What follows belongs to an exercise in optimizing a design on an open flow for small area, a short achievable clock period and few clock cycles per item; a production flow would make more cautious choices. Function was not checked in any run shown here: the RTL went through the layout flow alone.

**flow/run.sh**
```bash
#!/bin/bash
# Own layout flow: the standard layout (standard.sh), unchanged except that the
# port buffers buffer_ports inserts are sky130_fd_sc_hd__buf_2 cells. Each tool's
# output goes to a log file in this folder; ORFS's per-step logs stay under orfs/logs.
set -euo pipefail
bash standard.sh synth > make_synth.log 2>&1
bash standard.sh "BUFFER_PORTS_ARGS=-buffer_cell sky130_fd_sc_hd__buf_2" finish > make_layout.log 2>&1
```
**standard.sh**
```bash
#!/bin/bash
# synth_recipe.tcl (not shown) runs the flow's synth.tcl, then flattens the netlist and writes it again
# the make line also repeats each setting of config.mk as NAME=value (left out here)
make -C /OpenROAD-flow-scripts/flow DESIGN_CONFIG=/design/flow/config.mk WORK_HOME=/design/flow/orfs CLKGATE_MAP_FILE= SYNTH_SCRIPT=/design/flow/synth_recipe.tcl "${@:-finish}"
```
**config.mk**
```make
export PLATFORM = sky130hd
export DESIGN_NAME = feistel_sbox_cipher_integral_sum
export DESIGN_NICKNAME = feistel_sbox_cipher_integral_sum
export VERILOG_FILES = /design/flow/design.v
export SDC_FILE = /design/flow/constraint.sdc
export NUM_CORES = 4
export LEC_CHECK = 0
export ABC_AREA = 1
export CAP_MARGIN = 20
export CORE_MARGIN = 2
export CORE_UTILIZATION = 40
export CTS_BUF_LIST = sky130_fd_sc_hd__clkbuf_8
export CTS_CLUSTER_DIAMETER = 60
export CTS_CLUSTER_SIZE = 12
export SETUP_SLACK_MARGIN = 2.6
export SLEW_MARGIN = 20
```
**constraint.sdc**
```tcl
create_clock -name core_clock -period 5.0 [get_ports {clk}]
set_input_delay 1.0000 -clock core_clock [delete_from_list [all_inputs] [get_ports {clk}]]
set_output_delay 1.0000 -clock core_clock [all_outputs]
set_load 0.01 [all_outputs]
```
**design.v**
```verilog
`default_nettype none
package fsc_pkg;
  localparam int HALF_W          = 16;
  localparam int KEY_BANK_W      = 64;
  localparam int ROUND_COUNT_DEF = 9;
  localparam int CFG_INDEX_W = 2;
  localparam int CFG_DATA_W  = KEY_BANK_W;
  localparam logic [63:0] SBOX = 64'h2174_8fe3_da09_b65c;
  localparam logic [63:0] PERM_DEST = 64'h5ae0_b61c_f287_39d4;
  function automatic logic [3:0] sbox4(input logic [3:0] x);
    logic [3:0] s;
    s[0] = x[3] ? (x[1] ? ~x[0] : ~(x[2]^x[0])) : (x[1] ? x[0] : (x[2]^x[0]));
    s[1] = x[3] ? (x[1] ? ~(x[2]^x[0]) : (~x[2]|x[0])) : (x[1] ? ~(x[2]&x[0]) : 1'b0);
    s[2] = x[3] ? (x[1] ? ~(x[2]|x[0]) : (x[2]|x[0])) : (x[1] ? ~(x[2]^x[0]) : ~x[2]);
    s[3] = x[3] ? (x[1] ? ~x[2] : (~x[2]&x[0])) : (x[1] ? (x[2]|x[0]) : ~x[0]);
    sbox4 = s;
  endfunction
  function automatic logic [HALF_W-1:0] round_fn(input logic [HALF_W-1:0] x);
    logic [HALF_W-1:0] w;
    logic [HALF_W-1:0] z;
    for (int i = 0; i < 4; i++) begin
      w[4*i +: 4] = sbox4(x[4*i +: 4]);
    end
    z = '0;
    for (int i = 0; i < HALF_W; i++) begin
      z[PERM_DEST[4*i +: 4]] = w[HALF_W-1-i];
    end
    round_fn = z;
  endfunction
endpackage
`default_nettype wire
`default_nettype none
module fsc_round_pipe (
  input  wire logic [fsc_pkg::HALF_W-1:0] l_in,
  input  wire logic [fsc_pkg::HALF_W-1:0] t_in,
  input  wire logic [fsc_pkg::HALF_W-1:0] key,
  input  wire logic [fsc_pkg::HALF_W-1:0] key_nxt,
  output logic      [fsc_pkg::HALF_W-1:0] l_out,
  output logic      [fsc_pkg::HALF_W-1:0] t_out
);
  assign l_out = t_in ^ key;
  assign t_out = (l_in ^ key_nxt) ^ fsc_pkg::round_fn(t_in);
endmodule
`default_nettype wire
`default_nettype none
`default_nettype wire
`default_nettype none
module fsc_accum (
  input  wire logic                        clk,
  input  wire logic                        rst_n,
  input  wire logic                        ld_c,
  input  wire logic                        ld_s,
  input  wire logic                        first,
  input  wire logic                        last,
  input  wire logic [fsc_pkg::HALF_W-1:0]  l7,
  input  wire logic [fsc_pkg::HALF_W-1:0]  t8,
  input  wire logic [fsc_pkg::HALF_W-1:0]  key8,
  input  wire logic [fsc_pkg::HALF_W-1:0]  key9,
  output logic [fsc_pkg::HALF_W-1:0]       out_cipher_left,
  output logic [fsc_pkg::HALF_W-1:0]       out_cipher_right,
  output logic [fsc_pkg::HALF_W-1:0]       out_xor_sum_left_out,
  output logic [fsc_pkg::HALF_W-1:0]       out_xor_sum_right_out,
  output logic [fsc_pkg::HALF_W-1:0]       out_sticky_left_out,
  output logic [fsc_pkg::HALF_W-1:0]       out_sticky_right_out
);
  localparam int W = fsc_pkg::HALF_W;
  logic [W-1:0] xs_l, xs_r, sk_l, sk_r, cl, cr;
  logic [W-1:0] f8, l8, t9, f9, base_l, base_r;
  assign f8 = fsc_pkg::round_fn(t8);
  assign l8 = t8 ^ key8;
  assign t9 = (l7 ^ key9) ^ f8;
  assign f9 = fsc_pkg::round_fn(t9);
  assign base_l = (first ? '0 : xs_l) ^ l7;
  assign base_r = (first ? '0 : xs_r) ^ l8;
  always_ff @(posedge clk) begin
    if (!rst_n) begin
      xs_l <= '0;
      xs_r <= '0;
      sk_l <= '0;
      sk_r <= '0;
    end else if (ld_s) begin
      xs_l <= base_l ^ f8;
      xs_r <= base_r ^ f9;
      for (int i = 0; i < W; i++) begin
        if (last) begin
          sk_l[i] <= f8[i] ? (sk_l[i] | !base_l[i]) : (sk_l[i] | base_l[i]);
          sk_r[i] <= f9[i] ? (sk_r[i] | !base_r[i]) : (sk_r[i] | base_r[i]);
        end
      end
    end
  end
  always_ff @(posedge clk) begin
    if (!rst_n) begin
      cl <= '0;
      cr <= '0;
    end else if (ld_c) begin
      cl <= l7 ^ f8;
      cr <= l8 ^ f9;
    end
  end
  assign out_cipher_left       = cl;
  assign out_cipher_right      = cr;
  assign out_xor_sum_left_out  = xs_l;
  assign out_xor_sum_right_out = xs_r;
  assign out_sticky_left_out   = sk_l;
  assign out_sticky_right_out  = sk_r;
endmodule
`default_nettype wire
`default_nettype none
module feistel_sbox_cipher_integral_sum #(
  parameter int ROUND_COUNT = fsc_pkg::ROUND_COUNT_DEF,
  parameter logic [7:0] CUTS = 8'b1010_1010
) (
  input  wire logic                              clk,
  input  wire logic                              rst_n,
  input  wire logic                              cfg_wr_en,
  input  wire logic [fsc_pkg::CFG_INDEX_W-1:0]   cfg_index,
  input  wire logic [fsc_pkg::CFG_DATA_W-1:0]    cfg_wdata,
  input  wire logic                              in_valid,
  output logic                                   in_stall,
  input  wire logic [fsc_pkg::HALF_W-1:0]        in_plain_left,
  input  wire logic [fsc_pkg::HALF_W-1:0]        in_plain_right,
  input  wire logic                              in_first_of_set,
  input  wire logic                              in_last_of_set,
  output logic                                   out_valid,
  input  wire logic                              out_stall,
  output logic [fsc_pkg::HALF_W-1:0]             out_cipher_left,
  output logic [fsc_pkg::HALF_W-1:0]             out_cipher_right,
  output logic [fsc_pkg::HALF_W-1:0]             out_xor_sum_left_out,
  output logic [fsc_pkg::HALF_W-1:0]             out_xor_sum_right_out,
  output logic [fsc_pkg::HALF_W-1:0]             out_sticky_left_out,
  output logic [fsc_pkg::HALF_W-1:0]             out_sticky_right_out
);
  localparam int W = fsc_pkg::HALF_W;
  logic [63:0] k14, k58;
  logic [W-1:0] k9;
  logic [W-1:0] subkey [1:9];
  logic [63:0] kd;
  assign kd = cfg_wdata & {64{rst_n}};
  always_ff @(posedge clk) begin
    if (!rst_n || (cfg_wr_en && cfg_index == 2'd0)) k14 <= kd;
    if (!rst_n || (cfg_wr_en && cfg_index == 2'd1)) k58 <= kd;
    if (!rst_n || (cfg_wr_en && cfg_index == 2'd2)) k9  <= kd[W-1:0];
  end
  for (genvar k = 1; k <= 4; k++) begin : g_k14
    assign subkey[k]   = k14[W*(k-1) +: W];
    assign subkey[k+4] = k58[W*(k-1) +: W];
  end
  assign subkey[9]  = k9;
  logic adv;
  logic out_valid_r;
  logic acc_v;   
  assign adv = !(out_valid_r && out_stall);
  logic         skid_v;
  logic [W-1:0] skid_l, skid_r;
  logic         skid_f, skid_t;
  logic         stall_q;
  assign in_stall = stall_q;
  always_ff @(posedge clk) begin
    if (!rst_n) begin
      skid_v  <= 1'b0;
      stall_q <= 1'b0;
    end else begin
      skid_v  <= !adv && (skid_v || in_valid);
      stall_q <= !adv && (stall_q || in_valid);
    end
  end
  always_ff @(posedge clk) begin
    if (!skid_v) begin
      skid_l <= in_plain_left;
      skid_r <= in_plain_right;
      skid_f <= in_first_of_set;
      skid_t <= in_last_of_set;
    end
  end
  logic [W-1:0] a_l [0:7];
  logic [W-1:0] a_r [0:7];
  logic         a_f [0:7];
  logic         a_t [0:7];
  logic         a_v [0:7];
  logic [W-1:0] b_l [0:7];
  logic [W-1:0] b_r [0:7];
  logic         b_f [0:7];
  logic         b_t [0:7];
  logic         b_v [0:7];
  assign a_l[0] = skid_v ? skid_l : in_plain_left;
  assign a_r[0] = (skid_v ? skid_r : in_plain_right) ^ subkey[1];
  assign a_f[0] = skid_v ? skid_f : in_first_of_set;
  assign a_t[0] = skid_v ? skid_t : in_last_of_set;
  assign a_v[0] = skid_v || in_valid;
  for (genvar k = 0; k <= 7; k++) begin : g_stage
    if (CUTS[k]) begin : g_reg
      logic [W-1:0] l_q, r_q;
      logic         f_q, t_q, v_q;
      logic         ov_q, en;
      assign en = !(ov_q && out_stall);
      always_ff @(posedge clk) begin
        if (!rst_n) ov_q <= 1'b0;
        else if (en) ov_q <= acc_v;
      end
      always_ff @(posedge clk) begin
        if (en) begin
          l_q <= a_l[k];
          r_q <= a_r[k];
          f_q <= a_f[k];
          t_q <= a_t[k];
        end
      end
      always_ff @(posedge clk) begin
        if (!rst_n) v_q <= 1'b0;
        else if (en) v_q <= a_v[k];
      end
      assign b_l[k] = l_q;
      assign b_r[k] = r_q;
      assign b_f[k] = f_q;
      assign b_t[k] = t_q;
      assign b_v[k] = v_q;
    end else begin : g_wire
      assign b_l[k] = a_l[k];
      assign b_r[k] = a_r[k];
      assign b_f[k] = a_f[k];
      assign b_t[k] = a_t[k];
      assign b_v[k] = a_v[k];
    end
    if (k < 7) begin : g_round
      fsc_round_pipe u_round (
        .l_in    (b_l[k]),
        .t_in    (b_r[k]),
        .key     (subkey[k+1]),
        .key_nxt (subkey[k+2 > 9 ? 9 : k+2]),
        .l_out   (a_l[k+1]),
        .t_out   (a_r[k+1])
      );
      assign a_f[k+1] = b_f[k];
      assign a_t[k+1] = b_t[k];
      assign a_v[k+1] = b_v[k];
    end
  end
  assign acc_v = b_v[7];
  logic ov_c, ov_s, en_c, en_s;
  assign en_c = !(ov_c && out_stall);
  assign en_s = !(ov_s && out_stall);
  always_ff @(posedge clk) begin
    if (!rst_n) begin
      out_valid_r <= 1'b0;
      ov_c        <= 1'b0;
      ov_s        <= 1'b0;
    end else begin
      if (adv)  out_valid_r <= acc_v;
      if (en_c) ov_c        <= acc_v;
      if (en_s) ov_s        <= acc_v;
    end
  end
  assign out_valid = out_valid_r;
  fsc_accum u_accum (
    .clk                   (clk),
    .rst_n                 (rst_n),
    .ld_c                  (en_c && acc_v),
    .ld_s                  (en_s && acc_v),
    .first                 (b_f[7]),
    .last                  (b_t[7]),
    .l7                    (b_l[7]),
    .t8                    (b_r[7]),
    .key8                  (subkey[8]),
    .key9                  (subkey[9]),
    .out_cipher_left       (out_cipher_left),
    .out_cipher_right      (out_cipher_right),
    .out_xor_sum_left_out  (out_xor_sum_left_out),
    .out_xor_sum_right_out (out_xor_sum_right_out),
    .out_sticky_left_out   (out_sticky_left_out),
    .out_sticky_right_out  (out_sticky_right_out)
  );
endmodule
`default_nettype wire
```
==> results of run 1 <==
-- cell type report --
class	instances	area, µm²
Fill cell	5791	31000
Timing Repair Buffer	365	2360
Inverter	368	1420
Clock buffer	51	702
Sequential cell	423	11300
Timing Repair inverter	1	7.51
Clock inverter	27	140
Multi-Input combinational cell	2004	13700
Tap cell	837	1050
-- synthesized netlist by cell type, types with 2 or more instances --
| library cell | instances | area (µm²) |
|---|---|---|
| nand2_1 | 783 | 2940 |
| inv_1 | 320 | 1200 |
| edfxtp_1 | 280 | 8410 |
| xor2_1 | 222 | 1940 |
| xnor2_1 | 172 | 1510 |
| nand3_1 | 156 | 781 |
| dfxtp_1 | 143 | 2860 |
| nor2_1 | 142 | 533 |
| ha_1 | 112 | 1400 |
| o21ai_0 | 107 | 536 |
| a21oi_1 | 88 | 440 |
| o21ai_1 | 58 | 290 |
| inv_2 | 45 | 169 |
| o211ai_1 | 41 | 308 |
| clkbuf_1 | 34 | 128 |
| xor2_2 | 20 | 325 |
| buf_4 | 14 | 105 |
| nand2_2 | 14 | 87.6 |
| nand3b_1 | 14 | 105 |
| or2_2 | 11 | 68.8 |
| xnor2_2 | 10 | 163 |
| buf_2 | 9 | 45.0 |
| nand4_1 | 6 | 37.5 |
| o21ai_2 | 6 | 52.6 |
| or2_1 | 6 | 37.5 |
| xor2_4 | 6 | 165 |
| o211ai_2 | 5 | 62.6 |
| o31ai_2 | 5 | 62.6 |
| buf_1 | 4 | 15.0 |
| nand3_2 | 4 | 40.0 |
| nand2_4 | 3 | 33.8 |
| buf_6 | 2 | 22.5 |
| inv_4 | 2 | 12.5 |
| o31ai_1 | 2 | 15.0 |
| or2_0 | 2 | 12.5 |
-- metrics by stage --
stage / cells
5_1_grt: 4076
4_1_cts: 3989
3_5_place_dp: 3840
6_report: 4076
2_1_floorplan: 2858
3_3_place_gp: 3840
-- worst max-delay path, delay by kind of cell, from the launching register on --
kind	cells	cell delay, ns
buffers and inverters	3	0.34
adder cells (fa/ha/maj)	1	0.29
XOR/XNOR	2	0.40
AND/OR/NAND/NOR	2	0.14
AO/OA/AOI/OAI	2	0.47
flip-flops	1	0.53
-- worst max-delay path by stage --
stage / start / end / cells past startpoint
after floorplan: cfg_index[1] / k14[0]$_DFFE_PP_ / 3
after global placement: cfg_index[1] / k14[20]$_DFFE_PP_ / 5
after detailed placement: cfg_index[1] / k14[12]$_DFFE_PP_ / 5
after CTS: g_stage[5].g_reg.r_q[4]$_DFFE_PN_ / g_stage[7].g_reg.r_q[3]$_DFFE_PN_ / 11
after global routing: g_stage[5].g_reg.r_q[0]$_DFFE_PN_ / g_stage[7].g_reg.r_q[13]$_DFFE_PN_ / 14
final: g_stage[3].g_reg.r_q[10]$_DFFE_PN_ / g_stage[5].g_reg.r_q[0]$_DFFE_PN_ / 10
-- layout by cell type, fill, tap and decap left out, types with 5 or more instances in the layout --
cell type | Yosys | routed
ha_1 | 112 | 79
a21oi_1 | 88 | 84
nand2_4 | 3 | 28
dfxtp_1 | 143 | 142
nand2_1 | 783 | 676
buf_2 | 9 | 201
xnor2_4 | 0 | 8
xor2_1 | 222 | 201
inv_2 | 45 | 78
nand3b_1 | 14 | 14
xnor2_1 | 172 | 158
inv_1 | 320 | 299
or2_1 | 6 | 5
nand3_1 | 156 | 120
ha_4 | 0 | 25
o31ai_4 | 1 | 6
nor2_1 | 142 | 137
edfxtp_1 | 280 | 280
xor2_4 | 6 | 17
nand4_1 | 6 | 6
ha_2 | 0 | 8
clkbuf_8 | 0 | 51
o21ai_2 | 6 | 26
buf_6 | 2 | 25
nand3_4 | 0 | 7
o21ai_1 | 58 | 68
inv_4 | 2 | 7
o21ai_0 | 107 | 73
o211ai_1 | 41 | 41
or2_2 | 11 | 11
nand3_2 | 4 | 33
xnor2_2 | 10 | 16
buf_4 | 14 | 137
xor2_2 | 20 | 31
nand2_2 | 14 | 96
-- what timing repair did --
action	in CTS	in global routing
hold buffers	0	0
setup endpoints to repair	94	158
pin swaps	32	145
setup buffers	71	84
gates cloned	0	3
gates resized for setup	87	327
-- registers in the layout, summed over array words and instances (netlist names), 4 cells and up --
name                count
g_stage.g_reg.f_q       4
g_stage.g_reg.l_q      64
g_stage.g_reg.ov_q      4
g_stage.g_reg.r_q      64
g_stage.g_reg.t_q       4
g_stage.g_reg.v_q       4
k14                    64
k58                    64
k9                     16
skid_l                 16
skid_r                 16
u_accum.cl             16
u_accum.cr             16
u_accum.sk_l           16
u_accum.sk_r           16
u_accum.xs_l           16
u_accum.xs_r           16
-- cell families (layout without fill, tap and decap cells) --
family          count (synthesis)  in the layout  share of synthesized area
xor+xnor                      430            431                      0.164
flops                         423            423                      0.451
simple gates                 1142           1142                      0.187
buf+inv                       432            812                     0.0683
mux                             1              1                   0.000450
fa+ha+maj                     112            112                     0.0560
compound gates                318            318                     0.0731
-- layer usage --
layer  vias up  global-route usage  part of all wire
met5         -                   0                 0
met1      8881               0.268              0.44
met3       118              0.0225             0.050
met2       480               0.328              0.46
met4         0              0.0822             0.047
li1       9829                   -                 -
==> out/metrics.yaml, run 1 <==
cap_violations: 0
overflow: 0
grt_first_pass_wirelength_mm: 98.0
syn_area_um2: 25000
dieWidth_um: 254
period_share: 0.488
synth_edf_count: 280
synth_seq_cells: 423
boundaryPins: 203
fp.coreArea_um2: 61700
place_ws_ns: 1.92
post_dp_cell_area_um2: 26900
final_max_slew_viol_count: 0
critPathMostFrequentCell: "inv_2"
fp-row-count: 91
cts.sinks: 423
place.gp.congestion: 0.901
fin_crit_ns: 2.44
yosysSeqAreaShare: 0.451
required_ns: 5.38
syn_inst: 2858
drive_above_1_share: 0.262
synthFlopType: "edfxtp_1"
diodes: 0
crit_fanout: 4
cts_tree: "done"
dieHeight_um: 254
synthDistinctLibCells: 45
path_class: "reg -> reg"
rsz0062_at_grt: "yes"
min_to: "g_stage[3].g_reg.t_q$_DFFE_PN_"
max_slew.worst_pin.slew_ns: 1.05
clkSlewWorstSetupHoldPaths_ns: 0.08
clock_skew_ns: 0.0403
r2r_end: "g_stage[5].g_reg.r_q[0]$_DFFE_PN_"
holdPathStages: 0
fin_tns_setup_ns: 0
initial_utilization: 0.405
end_kind: "flip-flop"
async_reset_ff_frac: 0
grt_max_degree: 67
firstDrtPassIters: 7
cpMaxStageDelayCell: "edfxtp_1"
setup_viol: 0
run_status: "timing/DRC/antenna clean"
hold_class: "reg -> reg"
utilization: 0.497
synth.net_count: 3075
clock_latency_ns: 0.65
r2r_setup_slack_ns: 2.56
area_delta_synth_final_pct: 22.7
vias_per_cell: 4.74
die-area_um2: 64500
reg2reg_from: "g_stage[3].g_reg.r_q[10]$_DFFE_PN_"
cts_buffer_depth: 3
max_freq_mhz: 410
hold_viol: 0
first_global_vias: 17300
grtUsageTotal: 0.200
startpoint_type: "flip-flop"
hpwl_mm: 48.9
ant_nets: 0
finalNetCount: 3425
synth.avg_cell_area_um2: 8.75
routedWlPerCell_um: 16.7
yosys_warnings: 25
cts_root_buffer: "clkbuf_8"
fin_ws_ns: 2.56
arrival_ns: 2.82
slowest_delay_ns: 0.53
whs_ns: 0.424
hold_path.startpoint: "g_stage[1].g_reg.t_q$_DFFE_PN_"
route.detailed.drc: 0
htreeDepth: 2
drt-initial-drc-count: 1142
stdcell_area_um2: 30700
crit_chain: "inv_2 -> ha_4 -> nand2_4 -> o211ai_4 -> xor2_4 -> inv_2 -> buf_4 -> o211ai_1 -> nand2_1 -> xor2_1"
r2r_cells: 10
numPortBuffers: 202
vias: 19300
grt_antenna_before_repair: 0
drt-total-wl_mm: 67.9
cts_buffers: 45
slew_headroom: 0.303
==> run 2: changes to the inputs <==
--- a/config.mk
+++ b/config.mk
@@ -13,4 +13,4 @@
 export CTS_CLUSTER_DIAMETER = 60
 export CTS_CLUSTER_SIZE = 12
-export SETUP_SLACK_MARGIN = 2.6
+export SETUP_SLACK_MARGIN = 2.75
 export SLEW_MARGIN = 20
==> out/metrics.yaml, run 2 <==
run_status: "timing/DRC/antenna clean"  # unchanged
async_reset_ff_frac: 0  # unchanged
synthMostInstantiatedCell: "nand2_1"  # unchanged
route.detailed.drc: 0  # unchanged
fin_tns_setup_ns: 0  # unchanged
rsz0062_at_grt: "yes"  # unchanged
fin_crit_ns: 2.53  # was 2.44 ns
fp.coreArea_um2: 61700  # unchanged
syn_area_um2: 25000  # unchanged
required_ns: 5.40  # was 5.38 ns
grt_antenna_before_repair: 0  # unchanged
syn_inst: 2858  # unchanged
clkSlewWorstSetupHoldPaths_ns: 0.09  # was 0.08 ns
hold_viol: 0  # unchanged
grt_first_pass_wirelength_mm: 106  # was 98.0 mm
overflow: 0  # unchanged
synth_edf_count: 280  # unchanged
end_kind: "flip-flop"  # unchanged
finalNetCount: 3503  # was 3425
arrival_ns: 2.93  # was 2.82 ns
synth_seq_cells: 423  # unchanged
register_area_um2: 11300  # unchanged
cts_buffers: 44  # was 45
path_class: "reg -> reg"  # unchanged
synth.net_count: 3075  # unchanged
yosysSeqAreaShare: 0.451  # unchanged
dieHeight_um: 254  # unchanged
multiInputGateArea_um2: 15400  # was 13700 µm²
crit_chain: "buf_4 -> buf_6 -> ha_4 -> o211ai_1 -> nand2_4 -> xnor2_4 -> inv_2 -> ha_4 -> nand2_2 -> nand2_2 -> nand2_2 -> nand2_2 -> nand2_2 -> nand2_1"  # was inv_2 -> ha_4 -> nand2_4 -> o211ai_4 -> xor2_4 -> inv_2 -> buf_4 -> o211ai_1 -> nand2_1 -> xor2_1
place.gp.congestion: 0.932  # was 0.901
cpMaxStageDelayCell: "edfxtp_1"  # unchanged
routedWlPerCell_um: 17.9  # was 16.7 µm
crit_fanout: 5  # was 4
vias_per_cell: 4.94  # was 4.74
dieWidth_um: 254  # unchanged
post_dp_cell_area_um2: 27100  # was 26900 µm²
cap_violations: 0  # unchanged
critPathTopFamily: "simple AND/OR/NAND/NOR gates"  # was flip-flops
final_common_cell: "nand2_1"  # unchanged
synth.avg_cell_area_um2: 8.75  # unchanged
slowest_delay_ns: 0.49  # was 0.53 ns
critPathMostFrequentCell: "nand2_2"  # was inv_2
initial_utilization: 0.405  # unchanged
cts_tree: "done"  # unchanged
area_delta_synth_final_pct: 32.6  # was 22.7%
hpwl_mm: 51.1  # was 48.9 mm
synth_top_cell_by_area: "edfxtp_1"  # unchanged
final_cell_mix: "nand2_1 (569), inv_1 (286), edfxtp_1 (280)"  # was nand2_1 (676), inv_1 (299), edfxtp_1 (280)
grtUsageTotal: 0.213  # was 0.200
boundaryPins: 203  # unchanged
fillCellCount: 5394  # was 5791
max_slew.worst_pin.slew_ns: 0.990  # was 1.05 ns
numPortBuffers: 202  # unchanged
slew_headroom: 0.340  # was 0.303
synthDistinctLibCells: 45  # unchanged
vias: 20500  # was 19.3k
crit_buf_inv: 3  # unchanged
cts_hold_buf: 0  # unchanged
die-area_um2: 64500  # unchanged
period_share: 0.507  # was 0.488
final_max_slew_viol_count: 0  # unchanged
cts_buffer_depth: 3  # unchanged
cts.sinks: 423  # unchanged
synth_top_cells_by_count: "nand2_1 (783), inv_1 (320), edfxtp_1 (280)"  # unchanged
cts_root_buffer: "clkbuf_8"  # unchanged
ant_nets: 0  # unchanged
fp-row-count: 91  # unchanged
firstDrtPassIters: 5  # was 7
yosys_warnings: 25  # unchanged
startpoint_type: "flip-flop"  # unchanged
htreeDepth: 2  # unchanged
stdcell_area_um2: 33100  # was 30700 µm²
drive_above_1_share: 0.361  # was 0.262
synthFlopType: "edfxtp_1"  # unchanged
netlist.area_leader.share: 0.336  # unchanged
first_global_vias: 19400  # was 17.3k
whs_ns: 0.427  # was 0.424 ns
drt-total-wl_mm: 74.5  # was 67.9 mm
grt_max_degree: 65  # was 67
hold_class: "reg -> reg"  # unchanged
clock_latency_ns: 0.65  # about the same
clock_skew_ns: 0.0482  # was 0.0403 ns
drt-initial-drc-count: 1228  # was 1142
setup_viol: 0  # unchanged
max_freq_mhz: 395  # was 410 MHz
synth_area_leaders: "edfxtp_1 (34%), nand2_1 (12%), dfxtp_1 (11%)"  # unchanged
-- run 2: repair_timing --
| item | CTS | global route |
|---|---|---|
| endpoints found under the hold margin | 0 | 0 |
| gates resized for setup | 319 | 470 |
| gates cloned | 1 | 2 |
| buffers inserted | 136 | 96 |
| setup endpoints to repair | 128 | 130 |
| pin swaps | 186 | 277 |
-- run 2: cells by family (layout without fill, tap and decap cells) --
logic type,after synthesis,count (layout),share of synthesized area
AND/OR/NAND/NOR,1142,1142,0.187
buffers and inverters,432,889,0.0683
XOR/XNOR,430,431,0.164
flip-flops,423,423,0.451
AO/OA/AOI/OAI,318,318,0.0731
adder cells (fa/ha/maj),112,112,0.0560
multiplexers,1,1,0.000450
other,0,1,0
-- run 2: cell type report --
| type | instances | area share |
|---|---|---|
| Sequential cell | 423 | 0.340 |
| Timing Repair Buffer | 444 | 0.0939 |
| Multi-Input combinational cell | 2004 | 0.464 |
| Inverter | 368 | 0.0439 |
| Clock inverter | 28 | 0.00577 |
| Clock buffer | 48 | 0.0199 |
| Antenna cell | 1 | 0.0000755 |
| Timing Repair inverter | 1 | 0.000340 |
| Tap cell | 837 | 0.0316 |
-- run 2: worst register-to-register path, cell delays in order (launching register included) --
cell and delay [ns]:
edfxtp_1 0.49, buf_4 0.19, buf_6 0.13, ha_4 0.15
o211ai_1 0.25, nand2_4 0.13, xnor2_4 0.20, inv_2 0.11
ha_4 0.26, nand2_2 0.07, nand2_2 0.06, nand2_2 0.08
nand2_2 0.06, nand2_2 0.06, nand2_1 0.05
-- run 2: final timing paths --
check                           slack, ns                                end                               from  depth (start not counted)
worst max-delay path                 2.47  g_stage[7].g_reg.r_q[5]$_DFFE_PN_  g_stage[5].g_reg.r_q[0]$_DFFE_PN_                         14
worst min-delay path                 0.43     g_stage[5].g_reg.f_q$_DFFE_PN_     g_stage[3].g_reg.f_q$_DFFE_PN_                          0
worst min register to register       0.43     g_stage[5].g_reg.f_q$_DFFE_PN_     g_stage[3].g_reg.f_q$_DFFE_PN_                          0
worst max register to register       2.47  g_stage[7].g_reg.r_q[5]$_DFFE_PN_  g_stage[5].g_reg.r_q[0]$_DFFE_PN_                         14
-- run 2: stage by stage --
| stage | setup slack [ns] | util | instances |
|---|---|---|---|
| after floorplan | 2.43 | - | 2858 |
| after global placement | 2.16 | 0.439 | 3841 |
| after detailed placement | 2.07 | 0.439 | 3842 |
| after CTS | 2.56 | 0.493 | 4055 |
| after global routing | 2.41 | 0.537 | 4153 |
| final | 2.47 | 0.537 | 4154 |
-- run 2: metal layers --
metal	track usage	up-vias	wire, µm
met3	0.0219	170	3450
met1	0.276	9723	31900
li1	-	9968	-
met4	0.0968	0	4180
met5	0	-	0
met2	0.361	668	35000

-- afterwards: timing with drivers on the ports --
In the flow no input, the clock included, has a driving cell. The finished layouts below were timed again as built, in two steps. Step 1: set_driving_cell puts a clkbuf_16 on clk and a buf_2 on each other input, an assumption about the parent block. Step 2 moves the port delays by t, midway between the first and last clock arrival at a register: inputs arrive t later, outputs are due t later. That takes back most of the time a late clock gives input paths. Three values: ideal, step 1, step 2; two values: the first two.
| run | t, ns | setup WS [ns] | latest minus earliest clock arrival (ns) |
|---|---|---|---|
| run 1 | 0.688 | 2.562 / 2.562 / 2.134 | 0.049 / 0.049 |
| run 2 | 0.687 | 2.467 / 2.467 / 2.230 | 0.052 / 0.052 |
After both steps setup and hold are still met in every run listed. For run 1, which loses most, drivers alone change the setup slack by 0.000 ns; drivers and shift together by -0.428 ns.
